From an optimization exercise on the open Yosys and OpenROAD flow, aimed at small area, a short achievable clock period and few clock cycles per item; shortcuts taken in it are not production practice.
In this exercise RTL edits were held to simulation tests only and were not proved equivalent to the original.
Power is estimated from default activity; no workload was simulated.

**design.v**
```verilog
package gdiff_pkg;
	localparam int MAX_WIDTH_DEF   = 32;
	localparam int AMOUNT_BITS_DEF = 16;
	localparam int CFG_INDEX_W = 2;
	localparam int CFG_DATA_W  = 16;
	localparam int GRID_W_BITS = 6;
	localparam int GRID_H_BITS = 16;
	localparam int RATE_BITS   = 16;
	localparam logic [GRID_W_BITS-1:0] GRID_WIDTH_RESET  = 6'd32;
	localparam logic [GRID_H_BITS-1:0] GRID_HEIGHT_RESET = 16'd32;
	localparam logic [RATE_BITS-1:0]   FLOW_RATE_RESET   = 16'd8;
	typedef enum logic [CFG_INDEX_W-1:0] {
		CFG_GRID_WIDTH  = 2'd0,
		CFG_GRID_HEIGHT = 2'd1,
		CFG_FLOW_RATE   = 2'd2
	} cfg_index_t;
	function automatic int dcol(input logic [1:0] k);
		case (k)
			2'd0:    dcol = -1;
			2'd1:    dcol = 1;
			default: dcol = 0;
		endcase
	endfunction
	function automatic int drow(input logic [1:0] k);
		case (k)
			2'd2:    drow = -1;
			2'd3:    drow = 1;
			default: drow = 0;
		endcase
	endfunction
	localparam logic [1:0] NBR_DOWN = 2'd3;
	typedef struct packed {
		logic busy;
		logic done;
	} div_stat_t;
endpackage
module gdiff_div #(
	parameter int WIDTH = gdiff_pkg::AMOUNT_BITS_DEF,
	parameter int DIV_W = gdiff_pkg::RATE_BITS
) (
	input  logic                  clk,
	input  logic                  arst_n,
	input  logic                  start,
	input  logic [WIDTH-1:0]      dividend,
	input  logic [DIV_W-1:0]      divisor,
	output gdiff_pkg::div_stat_t  stat,
	output logic [WIDTH-1:0]      quotient
);
	localparam int CNT_W = $clog2(WIDTH + 1);
	logic [CNT_W-1:0] cnt_q;
	logic             done_q;
	logic [WIDTH-1:0] num_q;
	logic [DIV_W-1:0] rem_q;
	logic [DIV_W-1:0] den_q;
	logic [DIV_W:0]   shifted;
	logic [DIV_W:0]   diff;
	logic             fits;
	assign shifted = {rem_q, num_q[WIDTH-1]};
	assign diff    = shifted - {1'b0, den_q};
	assign fits    = ~diff[DIV_W];
	always_ff @(posedge clk or negedge arst_n) begin
		if (!arst_n) begin
			cnt_q  <= '0;
			done_q <= 1'b0;
		end else if (start) begin
			cnt_q  <= CNT_W'(WIDTH);
			done_q <= 1'b0;
		end else if (cnt_q != '0) begin
			cnt_q  <= cnt_q - CNT_W'(1);
			done_q <= (cnt_q == CNT_W'(1));
		end else begin
			done_q <= 1'b0;
		end
	end
	always_ff @(posedge clk) begin
		if (start) begin
			num_q <= dividend;
			rem_q <= '0;
			den_q <= (divisor == '0) ? DIV_W'(1) : divisor;
		end else if (cnt_q != '0) begin
			num_q <= {num_q[WIDTH-2:0], fits};
			rem_q <= fits ? diff[DIV_W-1:0] : shifted[DIV_W-1:0];
		end
	end
	assign stat.busy = (cnt_q != '0);
	assign stat.done = done_q;
	assign quotient  = num_q;
endmodule
module gdiff_ram #(
	parameter int WIDTH = 16,
	parameter int DEPTH = 32
) (
	input  logic                     clk,
	input  logic                     we,
	input  logic [$clog2(DEPTH)-1:0] waddr,
	input  logic [WIDTH-1:0]         wdata,
	input  logic [$clog2(DEPTH)-1:0] raddr,
	output logic [WIDTH-1:0]         rdata
);
	logic [WIDTH-1:0] mem_q [DEPTH];
	always_ff @(posedge clk) begin
		if (we) begin
			mem_q[waddr] <= wdata;
		end
		rdata <= mem_q[raddr];
	end
endmodule
module grid_liquid_diffusion_step_unit #(
	parameter int MAX_WIDTH   = gdiff_pkg::MAX_WIDTH_DEF,
	parameter int AMOUNT_BITS = gdiff_pkg::AMOUNT_BITS_DEF,
	localparam int DATA_W     = ((AMOUNT_BITS + 7) / 8) * 8
) (
	input  logic                              clk,
	input  logic                              arst_n,
	input  logic                              s_axis_tvalid,
	output logic                              s_axis_tready,
	input  logic [DATA_W-1:0]                 s_axis_tdata,    
	output logic                              m_axis_tvalid,
	input  logic                              m_axis_tready,
	output logic [DATA_W-1:0]                 m_axis_tdata,    
	output logic                              m_axis_tlast,
	input  logic                              cfg_valid,
	output logic                              cfg_ready,
	input  logic [gdiff_pkg::CFG_INDEX_W-1:0] cfg_index,
	input  logic [gdiff_pkg::CFG_DATA_W-1:0]  cfg_data
);
	localparam int CW   = $clog2(MAX_WIDTH);
	localparam int SAW  = $clog2(2 * MAX_WIDTH);
	localparam int AW   = AMOUNT_BITS + 4;
	localparam int HB   = gdiff_pkg::GRID_H_BITS;
	localparam logic [2:0] LAST_STEP = 3'd4;
	typedef enum logic [2:0] {
		S_IDLE,
		S_DIV,
		S_RADDR,
		S_RDATA,
		S_OUT,
		S_WRITE
	} state_t;
	state_t state_q;
	logic [gdiff_pkg::GRID_W_BITS-1:0] width_q;
	logic [HB-1:0]                     height_q;
	logic [gdiff_pkg::RATE_BITS-1:0]   rate_q;
	logic [CW-1:0] col_q;
	logic [HB-1:0] row_q;
	logic [CW-1:0]          cur_col_q;
	logic [HB-1:0]          cur_row_q;
	logic                   flush_q;
	logic [2:0]             step_q;
	logic signed [AW-1:0]   acc_q;
	logic [AMOUNT_BITS-1:0] own_share_q;
	logic [AMOUNT_BITS-1:0] amount_q;
	logic [AMOUNT_BITS-1:0] share_q;
	logic                   m_valid_q;
	logic [AMOUNT_BITS-1:0] out_amount_q;
	logic                   out_last_q;
	logic [CW-1:0] w_last;
	logic [HB-1:0] h_last;
	logic          last_col;
	logic          last_cell;
	logic          out_free;
	logic          in_beat;
	gdiff_pkg::div_stat_t   div_stat;
	logic                   div_start;
	logic [AMOUNT_BITS-1:0] div_quot;
	logic [1:0]             nbr_k;
	logic signed [CW+1:0]   nbr_col;
	logic signed [HB+1:0]   nbr_row;
	logic                   nbr_inside;
	logic [AMOUNT_BITS-1:0] nbr_share;
	logic                   store_we;
	logic [SAW-1:0]         share_waddr;
	logic [SAW-1:0]         share_raddr;
	logic [AMOUNT_BITS-1:0] share_rdata;
	logic [AMOUNT_BITS-1:0] pend_rdata;
	logic [AMOUNT_BITS-1:0] clamped;
	function automatic logic [SAW-1:0] slot(input logic row_odd, input logic [CW-1:0] col);
		slot = SAW'(col) + (row_odd ? SAW'(MAX_WIDTH) : SAW'(0));
	endfunction
	always_comb begin
		if (width_q == '0) begin
			w_last = '0;
		end else if (int'(width_q) > MAX_WIDTH) begin
			w_last = CW'(MAX_WIDTH - 1);
		end else begin
			w_last = CW'(width_q - 6'd1);
		end
		h_last = (height_q == '0) ? '0 : height_q - HB'(1);
	end
	assign last_col  = (col_q == w_last);
	assign last_cell = last_col && (row_q == h_last);
	assign out_free  = !m_valid_q || m_axis_tready;
	assign cfg_ready     = (state_q == S_IDLE);
	assign s_axis_tready = (state_q == S_IDLE) && !cfg_valid;
	assign in_beat       = s_axis_tvalid && s_axis_tready;
	assign div_start     = in_beat;
	gdiff_div #(
		.WIDTH (AMOUNT_BITS),
		.DIV_W (gdiff_pkg::RATE_BITS)
	) u_div (
		.clk      (clk),
		.arst_n   (arst_n),
		.start    (div_start),
		.dividend (s_axis_tdata[AMOUNT_BITS-1:0]),
		.divisor  (rate_q),
		.stat     (div_stat),
		.quotient (div_quot)
	);
	assign nbr_k   = 2'(step_q - 3'd1);
	assign nbr_col = $signed({2'b00, cur_col_q}) + (CW + 2)'(gdiff_pkg::dcol(nbr_k));
	assign nbr_row = $signed({2'b00, cur_row_q}) + (HB + 2)'(gdiff_pkg::drow(nbr_k));
	assign nbr_inside = !nbr_col[CW+1] && (nbr_col[CW:0] <= {1'b0, w_last})
		&& !nbr_row[HB+1] && (nbr_row[HB:0] <= {1'b0, h_last});
	assign nbr_share = (nbr_k == gdiff_pkg::NBR_DOWN) ? share_q : share_rdata;
	assign share_raddr = (step_q == 3'd0) ? slot(cur_row_q[0], cur_col_q)
		: slot(nbr_row[0], nbr_col[CW-1:0]);
	assign share_waddr = slot(row_q[0], col_q);
	assign store_we    = (state_q == S_WRITE);
	gdiff_ram #(
		.WIDTH (AMOUNT_BITS),
		.DEPTH (2 * MAX_WIDTH)
	) u_share_rows (
		.clk   (clk),
		.we    (store_we),
		.waddr (share_waddr),
		.wdata (share_q),
		.raddr (share_raddr),
		.rdata (share_rdata)
	);
	gdiff_ram #(
		.WIDTH (AMOUNT_BITS),
		.DEPTH (MAX_WIDTH)
	) u_pending (
		.clk   (clk),
		.we    (store_we),
		.waddr (col_q),
		.wdata (amount_q),
		.raddr (cur_col_q),
		.rdata (pend_rdata)
	);
	always_comb begin
		if (acc_q[AW-1]) begin
			clamped = '0;
		end else if (|acc_q[AW-2:AMOUNT_BITS]) begin
			clamped = '1;
		end else begin
			clamped = acc_q[AMOUNT_BITS-1:0];
		end
	end
	always_ff @(posedge clk or negedge arst_n) begin
		if (!arst_n) begin
			state_q   <= S_IDLE;
			width_q   <= gdiff_pkg::GRID_WIDTH_RESET;
			height_q  <= gdiff_pkg::GRID_HEIGHT_RESET;
			rate_q    <= gdiff_pkg::FLOW_RATE_RESET;
			col_q     <= '0;
			row_q     <= '0;
			flush_q   <= 1'b0;
			step_q    <= '0;
			m_valid_q <= 1'b0;
		end else begin
			if ((state_q == S_OUT) && out_free) begin
				m_valid_q <= 1'b1;
			end else if (m_axis_tready) begin
				m_valid_q <= 1'b0;
			end
			case (state_q)
				S_IDLE: begin
					if (in_beat) begin
						state_q <= S_DIV;
					end
				end
				S_DIV: begin
					if (div_stat.done) begin
						if (row_q != '0) begin
							flush_q <= 1'b0;
							step_q  <= '0;
							state_q <= S_RADDR;
						end else begin
							state_q <= S_WRITE;
						end
					end
				end
				S_RADDR: begin
					state_q <= S_RDATA;
				end
				S_RDATA: begin
					if (step_q == LAST_STEP) begin
						state_q <= S_OUT;
					end else begin
						step_q  <= step_q + 3'd1;
						state_q <= S_RADDR;
					end
				end
				S_OUT: begin
					if (out_free) begin
						if (!flush_q) begin
							state_q <= S_WRITE;
						end else if (cur_col_q == w_last) begin
							col_q   <= '0;
							row_q   <= '0;
							flush_q <= 1'b0;
							state_q <= S_IDLE;
						end else begin
							step_q  <= '0;
							state_q <= S_RADDR;
						end
					end
				end
				S_WRITE: begin
					if (last_cell) begin
						flush_q <= 1'b1;
						step_q  <= '0;
						state_q <= S_RADDR;
					end else if (last_col) begin
						col_q   <= '0;
						row_q   <= row_q + HB'(1);
						state_q <= S_IDLE;
					end else begin
						col_q   <= col_q + CW'(1);
						state_q <= S_IDLE;
					end
				end
				default: begin
					state_q <= S_IDLE;
				end
			endcase
			if (cfg_valid && cfg_ready) begin
				case (cfg_index)
					gdiff_pkg::CFG_GRID_WIDTH: begin
						width_q <= cfg_data[gdiff_pkg::GRID_W_BITS-1:0];
						col_q   <= '0;
						row_q   <= '0;
					end
					gdiff_pkg::CFG_GRID_HEIGHT: begin
						height_q <= cfg_data[HB-1:0];
						col_q    <= '0;
						row_q    <= '0;
					end
					gdiff_pkg::CFG_FLOW_RATE: begin
						rate_q <= cfg_data[gdiff_pkg::RATE_BITS-1:0];
						col_q  <= '0;
						row_q  <= '0;
					end
					default: begin
					end
				endcase
			end
		end
	end
	always_ff @(posedge clk) begin
		case (state_q)
			S_IDLE: begin
				if (in_beat) begin
					amount_q <= s_axis_tdata[AMOUNT_BITS-1:0];
				end
			end
			S_DIV: begin
				if (div_stat.done) begin
					share_q   <= div_quot;
					cur_col_q <= col_q;
					cur_row_q <= row_q - HB'(1);
				end
			end
			S_RDATA: begin
				if (step_q == 3'd0) begin
					acc_q       <= $signed({4'b0000, pend_rdata});
					own_share_q <= share_rdata;
				end else if (nbr_inside) begin
					acc_q <= acc_q + $signed({4'b0000, nbr_share})
						- $signed({4'b0000, own_share_q});
				end
			end
			S_OUT: begin
				if (out_free) begin
					out_amount_q <= clamped;
					out_last_q   <= flush_q && (cur_col_q == w_last);
					cur_col_q    <= cur_col_q + CW'(1);
				end
			end
			S_WRITE: begin
				if (last_cell) begin
					cur_col_q <= '0;
					cur_row_q <= row_q;
				end
			end
			default: begin
			end
		endcase
	end
	assign m_axis_tvalid = m_valid_q;
	assign m_axis_tdata  = DATA_W'(out_amount_q);
	assign m_axis_tlast  = out_last_q;
endmodule
```
**run.sh**
```bash
#!/bin/bash
# synth_recipe.tcl (not shown) runs the flow's synth.tcl, then flattens the netlist and writes it again
# the make line also repeats each setting of config.mk as NAME=value (left out here)
make -C /OpenROAD-flow-scripts/flow DESIGN_CONFIG=/design/flow/config.mk WORK_HOME=/design/flow/orfs CLKGATE_MAP_FILE= SYNTH_SCRIPT=/design/flow/synth_recipe.tcl finish
```
**config.mk**
```make
export PLATFORM = sky130hd
export DESIGN_NAME = grid_liquid_diffusion_step_unit
export DESIGN_NICKNAME = grid_liquid_diffusion_step_unit
export VERILOG_FILES = /design/flow/design.v
export SDC_FILE = /design/flow/constraint.sdc
export NUM_CORES = 4
export LEC_CHECK = 0
export CAP_MARGIN = 20
export CORE_MARGIN = 2
export CORE_UTILIZATION = 40
export SLEW_MARGIN = 20
```
**constraint.sdc**
```tcl
create_clock -name core_clock -period 7.0 [get_ports {clk}]
set_input_delay 1.4000 -clock core_clock [delete_from_list [all_inputs] [get_ports {clk}]]
set_output_delay 1.4000 -clock core_clock [all_outputs]
set_load 0.01 [all_outputs]
```
==> run summary <==
- Antenna Nets Post-Route: 0
- CTS root buf: clkbuf_16
- Final wirelength: 178,800 um
- Most common cell after layout, fill and taps aside: edfxtp_1
- Initial antenna violation count: 3
- Layout area overhead: 13.48%
- Total CTS buffers: 181
- Worst Setup End Kind: register
- All-Layer GR Usage: 18.64%
- Worst setup SP type: register
- Mapped Cells: 4,162
- Worst skew pair latency: 820 ps
- Final count of hold timing violations: 0
- Clock edge transition at the registers on the reported setup and hold paths: 60 ps
- Ys async rst share: 4.067%
- Status: complete, no violations
- RSZ-0062 raised after global routing: false
- Post-route clock period utilization: 79.03%
- Max_slew headroom: 24.29%
- # port buffers: 58
- Synth Warn #: 4
- Clock Sinks: 1,795
- Register name with the most flops: u_share_rows.mem_q
- Drt first pass iters: 5
- Grt total ovfl: 0
- Crit Path Category: register to register
- Number of synthesized flops with an enable pin: 1,674
- Die area: 190,200 um2
- RePlAce Congestion: 0.8315
- Final Core Density: 45.70%
- Netlist cell types: 83
- Slew @ Worst Pin: 1132 ps
- Max FFs per register: 1,024
- # IOs: 59
- Synth Area per Inst: 17.94 um2
- Fmax: 0.1808 GHz
- H-tree depth: 4
- Post-synth net total: 4,304
- Die X: 436.1 um
- Post-Route Skew: 72.67 ps
- Netlist Area Pre-Place: 74,680 um2
- Commonest non-fill, non-tap cells in the layout: edfxtp_1, mux4_2, nand2_1, clkbuf_16, nor2_1
- Max_cap viols: 0
- Worst setup margin: 1468 ps
- Core area: 185,400 um2
- Share of layout cells above drive strength 1: 20.87%
- Fin nets: 4,456
- Resized Gates After CTS: 0
- Clk buf depth: 3
- First-pass GRT wire length: 263,000 um
- Largest net degree at the start of global routing: 131
- Design Power: 38.55 mW
- HPWL after DPL: 104,900 um
- Post-Route Setup TNS: 0 ps
- Hold buffer count at cts: 0
- Hold Worst Slack: 397.9 ps
- Max Fanout on Critical Path: 45
- Pwr Density: 454.9 nW/um2
- Most used DFF post-synth: edfxtp_1
- Setup Buffers After CTS: 0
- R2R cell count: 19
- Hold Path Class: input pin to async pin
- Via Count: 38,607
- Sequential-to-total area share from yosys stat: 71.05%
- Die Ht: 436.1 um
- Pre-CTS setup slack: 1639 ps
- DR DRC count: 0
- Flops & latches, synth: 1,795
- Number of global-route vias before repair: 38,557
- Biggest regs: u_share_rows.mem_q x1024, u_pending.mem_q x512, acc_q x20
- CTS tree: built
- Post-route minimum period: 5532 ps
- Initial drt markers: 3,811
- Routed len/inst: 25.73 um
- # rows: 158
- Critical Path AT: 5970 ps
- Final slew viol count: 0
- Initial Utilization: 40.27%
- Leak Pwr: 27.92 nW
- WP data required: 7430 ps
- Peak VDD IR: 754.4 uV
- DR vias/cell: 5.557
- Final setup vio count: 0
where the power goes:
| part | switching [mW] | internal (mW) |
|---|---|---|
| clock | 4.09 | 5.49 |
| sequential | 0.592 | 12.4 |
| combinational | 9.07 | 6.88 |
| total | 13.8 | 24.8 |
cell families (layout without fill, tap and decap cells):
family / count (synthesis) / in the layout / share of synthesized area (%)
DFF: 1795 / 1795 / 71.05
xor gates and xnor gates: 89 / 89 / 1.118
adders and majority gates: 105 / 105 / 1.934
muxes: 606 / 606 / 15.16
and+or+nand+nor: 763 / 763 / 5.057
buffers and inverters: 351 / 654 / 1.811
AOI/OAI and AO/OA: 453 / 453 / 3.867
other: 0 / 3 / 0
worst paths after layout:
path                                  from           to  slack (ps)
setup / recovery                 step_q[0]     acc_q[1]        1470
hold / removal                      arst_n   rate_q[11]         400
setup reg to reg                 step_q[0]     acc_q[1]        1470
hold reg to reg            u_div.num_q[12]  share_q[12]         460
max in group asynchronous           arst_n    step_q[1]        5440
min in group core_clock    u_div.num_q[12]  share_q[12]         460
layout make-up:
cell class / instances / area (um2)
inverter: 113 / 424.2
timing repair buffer: 207 / 1837
tap: 2480 / 3103
fill: 15883 / 100700
clock inverter: 92 / 967.2
clock buffer: 242 / 4900
multi-input combinational: 2016 / 20450
antenna: 3 / 7.507
sequential: 1795 / 53060
synth_stat cells, types with 12 or more instances:
cell type / count / area (um2)
edfxtp_1: 1674 / 50270
mux4_2: 416 / 9369
nand2_1: 216 / 810.8
nor2_1: 190 / 713.2
clkbuf_1: 172 / 645.6
mux2i_1: 150 / 1501
a21oi_1: 143 / 715.7
inv_1: 110 / 412.9
ha_1: 85 / 1064
nor2b_1: 80 / 500.5
a211oi_1: 76 / 570.6
o21ai_0: 71 / 355.3
dfrtp_1: 70 / 1752
nand3_1: 61 / 305.3
buf_1: 58 / 217.7
xnor2_1: 51 / 446.7
nor3_1: 50 / 250.2
dfxtp_1: 48 / 960.9
mux2_2: 40 / 450.4
a31oi_1: 37 / 231.5
xor2_1: 34 / 297.8
nor4_1: 26 / 162.7
nand2b_1: 21 / 131.4
or3_1: 21 / 131.4
o21a_1: 19 / 142.6
fa_1: 18 / 360.4
or4_1: 18 / 135.1
nand4_1: 12 / 75.07
o211ai_1: 12 / 90.09
worst max-delay path, cell delays in order (launching register included):
cell	delay, ps
dfrtp_1	410
ha_1	210
buf_4	270
xor2_1	220
ha_1	220
and3b_1	180
o21ai_0	340
a2111oi_0	210
o311ai_0	560
a21boi_0	380
a21oi_1	110
a31oi_1	190
xnor2_1	90
ha_1	220
a211o_1	250
nor4_1	180
a31oi_1	150
or4_1	540
o22ai_2	110
buf_4	290
per-layer routing:
metal | wire length [um] | GRT usage (%) | part of all wire, % | vias up
li1 | - | - | - | 16932
met1 | 76700 | 26.05 | 43 | 20226
met2 | 86760 | 30.04 | 49 | 1186
met3 | 10210 | 2.990 | 5.7 | 261
met4 | 5100 | 5.882 | 2.9 | 2
met5 | 12 | 0 | 0.0067 | -
stage by stage:
| step | area [um2] | cells |
|---|---|---|
| after floorplan | 74680 | 4162 |
| after global placement | 78830 | 6609 |
| after detailed placement | 78830 | 6609 |
| after CTS | 84700 | 6943 |
| after global routing | 84740 | 6946 |
| final | 84750 | 6948 |
Testbench counts, summed over its fixed seeds: cycles 193,928, items 6,464.

-- port drivers added, routing unchanged --
In the flow no input, the clock included, has a driving cell. The finished layout below was timed again as built, in two steps. Step 1 (the two cells are an assumption about what drives the block):
set clk [get_ports {clk}]
set_driving_cell -lib_cell sky130_fd_sc_hd__clkbuf_16 $clk
set_driving_cell -lib_cell sky130_fd_sc_hd__buf_2 [delete_from_list [all_inputs] $clk]
Step 2 adds t to the input delays and takes it off the output delays; t is the mean of the earliest and latest rising clock arrival at the registers after step 1. Input paths then give back, and output paths get back, about the clock's delay inside the block. Slacks: ideal ports / drivers / drivers and shift; pairs: ideal ports / drivers.
t, ns: 0.869
setup slack, ns: 1.468 / 1.468 / 1.468
worst hold slack (ns): 0.398 / 0.344 / 0.457
worst register clock-pin slew, ns: 0.07 / 0.07
worst slew at a driven data input, ns: 0.09
After both steps this run still meets setup and hold. The setup slack of this run moves by 0.000 ns with the drivers and by 0.000 ns with both steps.
